Source: an optimization exercise on an open RTL-to-GDS flow (aim: small area, a short achievable clock period and few clock cycles per item). Production flows keep margins and buffers that such runs may drop. Only simulation tests tie the RTL to the original design; equivalence was not proved. Power is estimated from default activity; no workload was simulated.

--- design/flow/design.v ---
package deq_pkg;
  localparam int unsigned DEPTH  = 32;
  localparam int unsigned AW     = $clog2(DEPTH);
  localparam int unsigned CW     = $clog2(DEPTH + 1);
  localparam int unsigned CMD_W  = 3;
  localparam int unsigned DATA_W = 32;
  localparam int unsigned ST_W   = 2;
  typedef enum logic [CMD_W-1:0] {
    CMD_PUSH_FRONT = 3'd0,
    CMD_PUSH_REAR  = 3'd1,
    CMD_POP_FRONT  = 3'd2,
    CMD_POP_REAR   = 3'd3,
    CMD_QUERY      = 3'd4,
    CMD_DUMP       = 3'd5
  } cmd_t;
  typedef enum logic [ST_W-1:0] {
    ST_OK    = 2'd0,
    ST_UNDER = 2'd1,
    ST_OVER  = 2'd2
  } status_t;
  function automatic logic [AW-1:0] ring_pos(input logic [AW-1:0] base,
                                             input logic [CW-1:0] off);
    logic [CW:0] sum;
    logic [CW:0] lim;
    lim = DEPTH;
    sum = {{(CW+1-AW){1'b0}}, base} + {1'b0, off};
    if (sum >= lim) begin
      sum = sum - lim;
    end
    ring_pos = sum[AW-1:0];
  endfunction
endpackage
module deq_ram #(
  parameter int unsigned WIDTH = 32,
  parameter int unsigned DEPTH = 32
) (
  input  logic                     clk,
  input  logic                     we,
  input  logic [$clog2(DEPTH)-1:0] waddr,
  input  logic [WIDTH-1:0]         wdata,
  input  logic                     re,
  input  logic [$clog2(DEPTH)-1:0] raddr,
  output logic [WIDTH-1:0]         rdata
);
  logic [WIDTH-1:0] mem [DEPTH];
  always_ff @(posedge clk) begin
    if (we) begin
      mem[waddr] <= wdata;
    end
    if (re) begin
      rdata <= mem[raddr];
    end
  end
endmodule
module double_ended_queue_top (
  input  logic                              clk,
  input  logic                              rst_n,
  input  logic                              in_valid,
  output logic                              in_ready,
  input  logic [deq_pkg::CMD_W-1:0]         in_command,
  input  logic signed [deq_pkg::DATA_W-1:0] in_value,
  output logic                              out_valid,
  input  logic                              out_ready,
  output logic signed [deq_pkg::DATA_W-1:0] out_data,
  output logic [deq_pkg::ST_W-1:0]          out_status,
  output logic                              out_empty_res,
  output logic                              out_last
);
  typedef enum logic [1:0] {
    S_IDLE,
    S_POP,
    S_DUMP
  } state_t;
  state_t                          state_r,      state_nxt;
  logic [deq_pkg::AW-1:0]          head_r,       head_nxt;
  logic [deq_pkg::CW-1:0]          count_r,      count_nxt;
  logic [deq_pkg::CW-1:0]          idx_r,        idx_nxt;
  logic                            out_valid_r,  out_valid_nxt;
  logic [deq_pkg::DATA_W-1:0]      out_data_r,   out_data_nxt;
  deq_pkg::status_t                out_status_r, out_status_nxt;
  logic                            out_empty_r,  out_empty_nxt;
  logic                            out_last_r,   out_last_nxt;
  logic                            we;
  logic                            re;
  logic [deq_pkg::AW-1:0]          waddr;
  logic [deq_pkg::AW-1:0]          raddr;
  logic [deq_pkg::DATA_W-1:0]      rdata;
  logic                            out_free;
  logic                            in_rdy;
  logic                            full;
  logic                            empty;
  logic                            dump_last;
  logic [deq_pkg::AW-1:0]          head_dec;
  logic [deq_pkg::CW-1:0]          idx_inc;
  deq_ram #(
    .WIDTH (deq_pkg::DATA_W),
    .DEPTH (deq_pkg::DEPTH)
  ) u_ram (
    .clk   (clk),
    .we    (we),
    .waddr (waddr),
    .wdata (in_value),
    .re    (re),
    .raddr (raddr),
    .rdata (rdata)
  );
  assign out_free  = !out_valid_r || out_ready;
  assign in_rdy    = (state_r == S_IDLE) && out_free;
  assign full      = (count_r == deq_pkg::CW'(deq_pkg::DEPTH));
  assign empty     = (count_r == '0);
  assign head_dec  = (head_r == '0) ? deq_pkg::AW'(deq_pkg::DEPTH - 1) : head_r - 1'b1;
  assign idx_inc   = idx_r + 1'b1;
  assign dump_last = (idx_inc == count_r);
  assign in_ready      = in_rdy;
  assign out_valid     = out_valid_r;
  assign out_data      = out_data_r;
  assign out_status    = out_status_r;
  assign out_empty_res = out_empty_r;
  assign out_last      = out_last_r;
  always_comb begin
    state_nxt      = state_r;
    head_nxt       = head_r;
    count_nxt      = count_r;
    idx_nxt        = idx_r;
    out_valid_nxt  = out_valid_r;
    out_data_nxt   = out_data_r;
    out_status_nxt = out_status_r;
    out_empty_nxt  = out_empty_r;
    out_last_nxt   = out_last_r;
    we             = 1'b0;
    re             = 1'b0;
    waddr          = head_r;
    raddr          = head_r;
    if (out_valid_r && out_ready) begin
      out_valid_nxt = 1'b0;
    end
    unique case (state_r)
      S_IDLE: begin
        if (in_valid && in_rdy) begin
          out_valid_nxt  = 1'b1;
          out_data_nxt   = '0;
          out_status_nxt = deq_pkg::ST_OK;
          out_empty_nxt  = empty;
          out_last_nxt   = 1'b1;
          case (in_command)
            deq_pkg::CMD_PUSH_FRONT: begin
              if (full) begin
                out_status_nxt = deq_pkg::ST_OVER;
              end else begin
                we            = 1'b1;
                waddr         = head_dec;
                head_nxt      = head_dec;
                count_nxt     = count_r + 1'b1;
                out_empty_nxt = 1'b0;
              end
            end
            deq_pkg::CMD_PUSH_REAR: begin
              if (full) begin
                out_status_nxt = deq_pkg::ST_OVER;
              end else begin
                we            = 1'b1;
                waddr         = deq_pkg::ring_pos(head_r, count_r);
                count_nxt     = count_r + 1'b1;
                out_empty_nxt = 1'b0;
              end
            end
            deq_pkg::CMD_POP_FRONT, deq_pkg::CMD_POP_REAR: begin
              if (empty) begin
                out_status_nxt = deq_pkg::ST_UNDER;
              end else begin
                re            = 1'b1;
                count_nxt     = count_r - 1'b1;
                out_valid_nxt = 1'b0;
                state_nxt     = S_POP;
                if (in_command == deq_pkg::CMD_POP_FRONT) begin
                  raddr    = head_r;
                  head_nxt = deq_pkg::ring_pos(head_r, deq_pkg::CW'(1));
                end else begin
                  raddr = deq_pkg::ring_pos(head_r, count_r - 1'b1);
                end
              end
            end
            deq_pkg::CMD_DUMP: begin
              if (!empty) begin
                re            = 1'b1;
                raddr         = head_r;
                idx_nxt       = '0;
                out_valid_nxt = 1'b0;
                state_nxt     = S_DUMP;
              end
            end
            default: begin
            end
          endcase
        end
      end
      S_POP: begin
        if (out_free) begin
          out_valid_nxt  = 1'b1;
          out_data_nxt   = rdata;
          out_status_nxt = deq_pkg::ST_OK;
          out_empty_nxt  = empty;
          out_last_nxt   = 1'b1;
          state_nxt      = S_IDLE;
        end
      end
      S_DUMP: begin
        if (out_free) begin
          out_valid_nxt  = 1'b1;
          out_data_nxt   = rdata;
          out_status_nxt = deq_pkg::ST_OK;
          out_empty_nxt  = 1'b0;
          out_last_nxt   = dump_last;
          if (dump_last) begin
            state_nxt = S_IDLE;
          end else begin
            idx_nxt = idx_inc;
            re      = 1'b1;
            raddr   = deq_pkg::ring_pos(head_r, idx_inc);
          end
        end
      end
      default: begin
        state_nxt = S_IDLE;
      end
    endcase
  end
  always_ff @(posedge clk) begin
    if (!rst_n) begin
      state_r     <= S_IDLE;
      head_r      <= '0;
      count_r     <= '0;
      idx_r       <= '0;
      out_valid_r <= 1'b0;
    end else begin
      state_r     <= state_nxt;
      head_r      <= head_nxt;
      count_r     <= count_nxt;
      idx_r       <= idx_nxt;
      out_valid_r <= out_valid_nxt;
    end
    out_data_r   <= out_data_nxt;
    out_status_r <= out_status_nxt;
    out_empty_r  <= out_empty_nxt;
    out_last_r   <= out_last_nxt;
  end
endmodule
--- design/flow/run.sh ---
#!/bin/bash
# synth_recipe.tcl (not shown) runs the flow's synth.tcl, then flattens the netlist and writes it again
# the make line also repeats each setting of config.mk as NAME=value (left out here)
make -C /OpenROAD-flow-scripts/flow DESIGN_CONFIG=/design/flow/config.mk WORK_HOME=/design/flow/orfs CLKGATE_MAP_FILE= SYNTH_SCRIPT=/design/flow/synth_recipe.tcl finish
--- design/flow/config.mk ---
export PLATFORM = sky130hd
export DESIGN_NAME = double_ended_queue_top
export DESIGN_NICKNAME = double_ended_queue_top
export VERILOG_FILES = /design/flow/design.v
export SDC_FILE = /design/flow/constraint.sdc
export NUM_CORES = 4
export LEC_CHECK = 0
export CAP_MARGIN = 20
export CORE_MARGIN = 2
export CORE_UTILIZATION = 40
export SLEW_MARGIN = 20
--- design/flow/constraint.sdc ---
create_clock -name core_clock -period 5.0 [get_ports {clk}]
set_input_delay 1.0000 -clock core_clock [delete_from_list [all_inputs] [get_ports {clk}]]
set_output_delay 1.0000 -clock core_clock [all_outputs]
set_load 0.01 [all_outputs]
==> results.txt <==
[path summary, 6_finish.rpt]
check                           depth (start not counted)  slack, ns     start              end
worst max-delay path                                   14       0.45  idx_r[0]  u_ram.rdata[16]
worst min-delay path                                    2       0.52  idx_r[1]         idx_r[1]
worst max register to register                         14       0.45  idx_r[0]  u_ram.rdata[16]
worst min register to register                          2       0.52  idx_r[1]         idx_r[1]
[report_power, final]
group	internal [mW]	switching [mW]
registers	10.5	0.0930
logic	2.38	3.51
clock network	4.71	3.46
[area by class of cell]
type / instances / area (um2) / share of cell area (%)
clock buffer: 138 / 2900 / 5.49
tap: 1500 / 1880 / 3.55
clock inverter: 64 / 637 / 1.21
timing repair buffer: 249 / 2470 / 4.67
multi-input combinational: 1590 / 11500 / 21.7
inverter: 78 / 293 / 0.554
sequential: 1112 / 33200 / 62.8
[cells in the mapped netlist, types with 3 or more instances]
master,number,area (um2)
a2111oi_0,93,815
a211oi_1,102,766
a21boi_0,4,30.0
a21o_1,7,52.6
a21oi_1,37,185
a311oi_1,63,552
a32oi_1,3,26.3
and2_1,41,257
buf_1,9,33.8
buf_2,37,185
buf_4,29,218
clkbuf_1,117,439
dfxtp_1,20,400
edfxtp_1,1092,32800
fa_1,3,60.1
ha_1,22,275
inv_1,77,289
mux2i_1,423,4230
nand2_1,360,1350
nand2b_1,7,43.8
nand3_1,173,866
nand3b_1,4,30.0
nand4_1,3,18.8
nor2_1,56,210
nor2b_1,8,50.1
nor3_1,18,90.1
o211ai_1,4,30.0
o21ai_0,17,85.1
o22ai_1,65,407
o31ai_1,3,22.5
or3_1,3,18.8
or3b_2,3,26.3
xnor2_1,22,193
xor2_1,8,70.1
[critical path, cell delays in order (launching register included)]
cell	delay, ns
dfxtp_1	0.41
ha_1	0.26
xor2_1	0.26
ha_1	0.32
a21o_1	0.19
a21oi_1	0.17
xnor2_1	0.11
a211oi_1	0.31
a211oi_1	0.18
o211ai_1	0.83
buf_4	0.38
a311oi_1	0.09
a311oi_1	0.48
buf_4	0.22
a211oi_1	0.07
[metrics by stage]
step / instances / utilization [%] / power [mW]
global placement: 4529 / 43.9 / 16.6
global route: 4731 / 46.9 / 25.6
floorplan: 2973 / - / 14.6
finish: 4731 / 46.9 / 24.7
CTS: 4731 / 47.0 / 24.8
detailed placement: 4529 / 43.8 / 16.7
[cell families after synthesis]
kind of cell               share of synthesized area [%]
and+or+nand+nor                                     6.78
AOI/OAI and AO/OA                                   6.96
muxes                                               9.38
xor gates and xnor gates                           0.578
adders and majority gates                          0.737
DFF                                                 73.0
buffers and inverters                               2.59
[sequential cells by signal (all words and copies together) (netlist names)]
register / flops
head_r: 5
u_ram.rdata: 32
out_valid_r: 1
out_status_r: 2
out_empty_r: 1
count_r: 6
u_ram.mem: 1024
out_data_r: 32
out_last_r: 1
state_r: 2
idx_r: 6
[metal layers]
metal / track usage (%) / up-vias / wire length [um]
li1: - / 11900 / -
met1: 29.0 / 13600 / 53000
met2: 32.1 / 887 / 55700
met3: 3.29 / 160 / 7960
met4: 4.58 / 0 / 2240
met5: 0 / - / 0
==> flow_metrics.py <==
metrics = {
    "final_layout": {
        "nNetsFinal": 3205,
        "layout_commonest_cell": "edfxtp_1",
        "nFillCells": 9706,
        "layout_common_cells": "1092 x edfxtp_1, 423 x mux2i_1, 360 x nand2_1",
        "postLayoutCellArea_um2": 52800,
        "drive_above_1_share_pct": 12.5,
        "diodes": 0,
        "synthToLayoutAreaGrowth_pct": 16.2,
    },
    "timing": {
        "setup_viol_count_final": 0,
        "slew_headroom_pct": 27.8,
        "hold-worst-slack_ns": 0.524,
        "period_needed_ns": 4.55,
        "tns_ns": 0,
        "hold_violations": 0,
        "slew_violations": 0,
        "worst_pin_slew_ns": 1.08,
        "fin_crit_sh_pct": 91.0,
        "fmax_ghz": 0.220,
        "setup_ws_ns": 0.448,
        "rsz0062_at_grt": "no",
        "skew_ns": 0.0241,
    },
    "logic_synthesis": {
        "syn_nets": 3037,
        "netlist_area_um2": 45500,
        "ys_warn_count": 2,
        "avgSynthCellArea_um2": 15.3,
        "synth-main-ff-cell": "edfxtp_1",
        "ys_types": 66,
        "ys_seq_elements": 1112,
        "synth_edf_count": 1092,
        "ys_seq_area_share_pct": 73.0,
        "async_reset_ff_share_pct": 0,
        "synthCells": 2973,
    },
    "clock_network": {
        "clkTransAtPathRegs_ns": 0.06,
        "clk-insertion-delay-late_ns": 0.70,
        "h-tree-depth": 3,
        "cts_made_buffers": 110,
        "cts-root-buf": "clkbuf_16",
        "cts_sinks": 1112,
        "ctsResizeCount": 0,
        "hold_buffers": 0,
        "clk_path_buf_depth": 3,
        "cts_tree": "done",
        "post_cts_buffers": 0,
    },
    "critical_path": {
        "cp-end-kind": "flip-flop",
        "cp_data_required_time_ns": 5.43,
        "path_class": "reg2reg",
        "worst-path-max-fanout": 10,
        "startpoint_type": "flip-flop",
        "arrival_ns": 4.98,
    },
    "placed_design": {
        "placed_area_um2": 49400,
        "dpl_worst_slack_ns": 0.0426,
        "portBuffers": 76,
        "hpwl_um": 69600,
        "gp_congestion": 0.808,
    },
    "drt": {
        "ant_nets": 0,
        "wl_um": 119000,
        "drcViolationCount": 0,
        "drt_iter0_drc": 2504,
        "vias_per_cell": 5.60,
        "drtPass1Iterations": 5,
        "routedWlPerCell_um": 25.1,
        "vias": 26500,
    },
    "grt": {
        "grt_pass1_wl_um": 173000,
        "grt_pass1_vias": 25400,
        "antenna_found_initial": 10,
        "grt_usage_pct": 20.1,
        "overflow": 0,
        "grt_max_degree": 87,
    },
    "floorplanning": {
        "pin_count": 77,
        "dieArea_um2": 116000,
        "num_rows": 123,
        "die_y_um": 341,
        "die_x_um": 341,
        "coreArea_um2": 113000,
        "start_util_pct": 40.4,
    },
    "outcome": {
        "status": "no timing/DRC/antenna violations",
    },
    "pwr": {
        "peakVddDrop_mv": 0.332,
        "p_per_area_nw_per_um2": 467,
        "p_leak_nw": 16.9,
    },
    "flow_run": {
        "cap_violations": 0,
    },
    "min_path": {
        "hold_class": "reg2reg",
    },
}
Testbench counts, summed over its fixed seeds: cycles 7,969, items 4,800.

==> separate check: timing with driven ports <==
How much do the figures lean on ideal ports? The routed layout below was timed once more, with nothing changed but the port constraints.
Step 1: set_driving_cell puts a clkbuf_16 on clk and a buf_2 on each other input, an assumption about the parent block.
Step 2 moves the port delays by t, midway between the first and last clock arrival at a register: inputs arrive t later, outputs are due t later. That takes back most of the time a late clock gives input paths.
Slacks: no drivers / after step 1 / after step 2; pairs: no drivers / after step 1.
t (ns): 0.758
slack for setup (ns): 0.448 / 0.448 / -0.034
latest minus earliest clock arrival (ns): 0.024 / 0.025
worst slew at a driven data input, ns: 0.11
Met with ideal ports but missed after step 2: setup timing in this run. For this run, drivers alone change the setup slack by 0.000 ns; drivers and shift together by -0.482 ns.
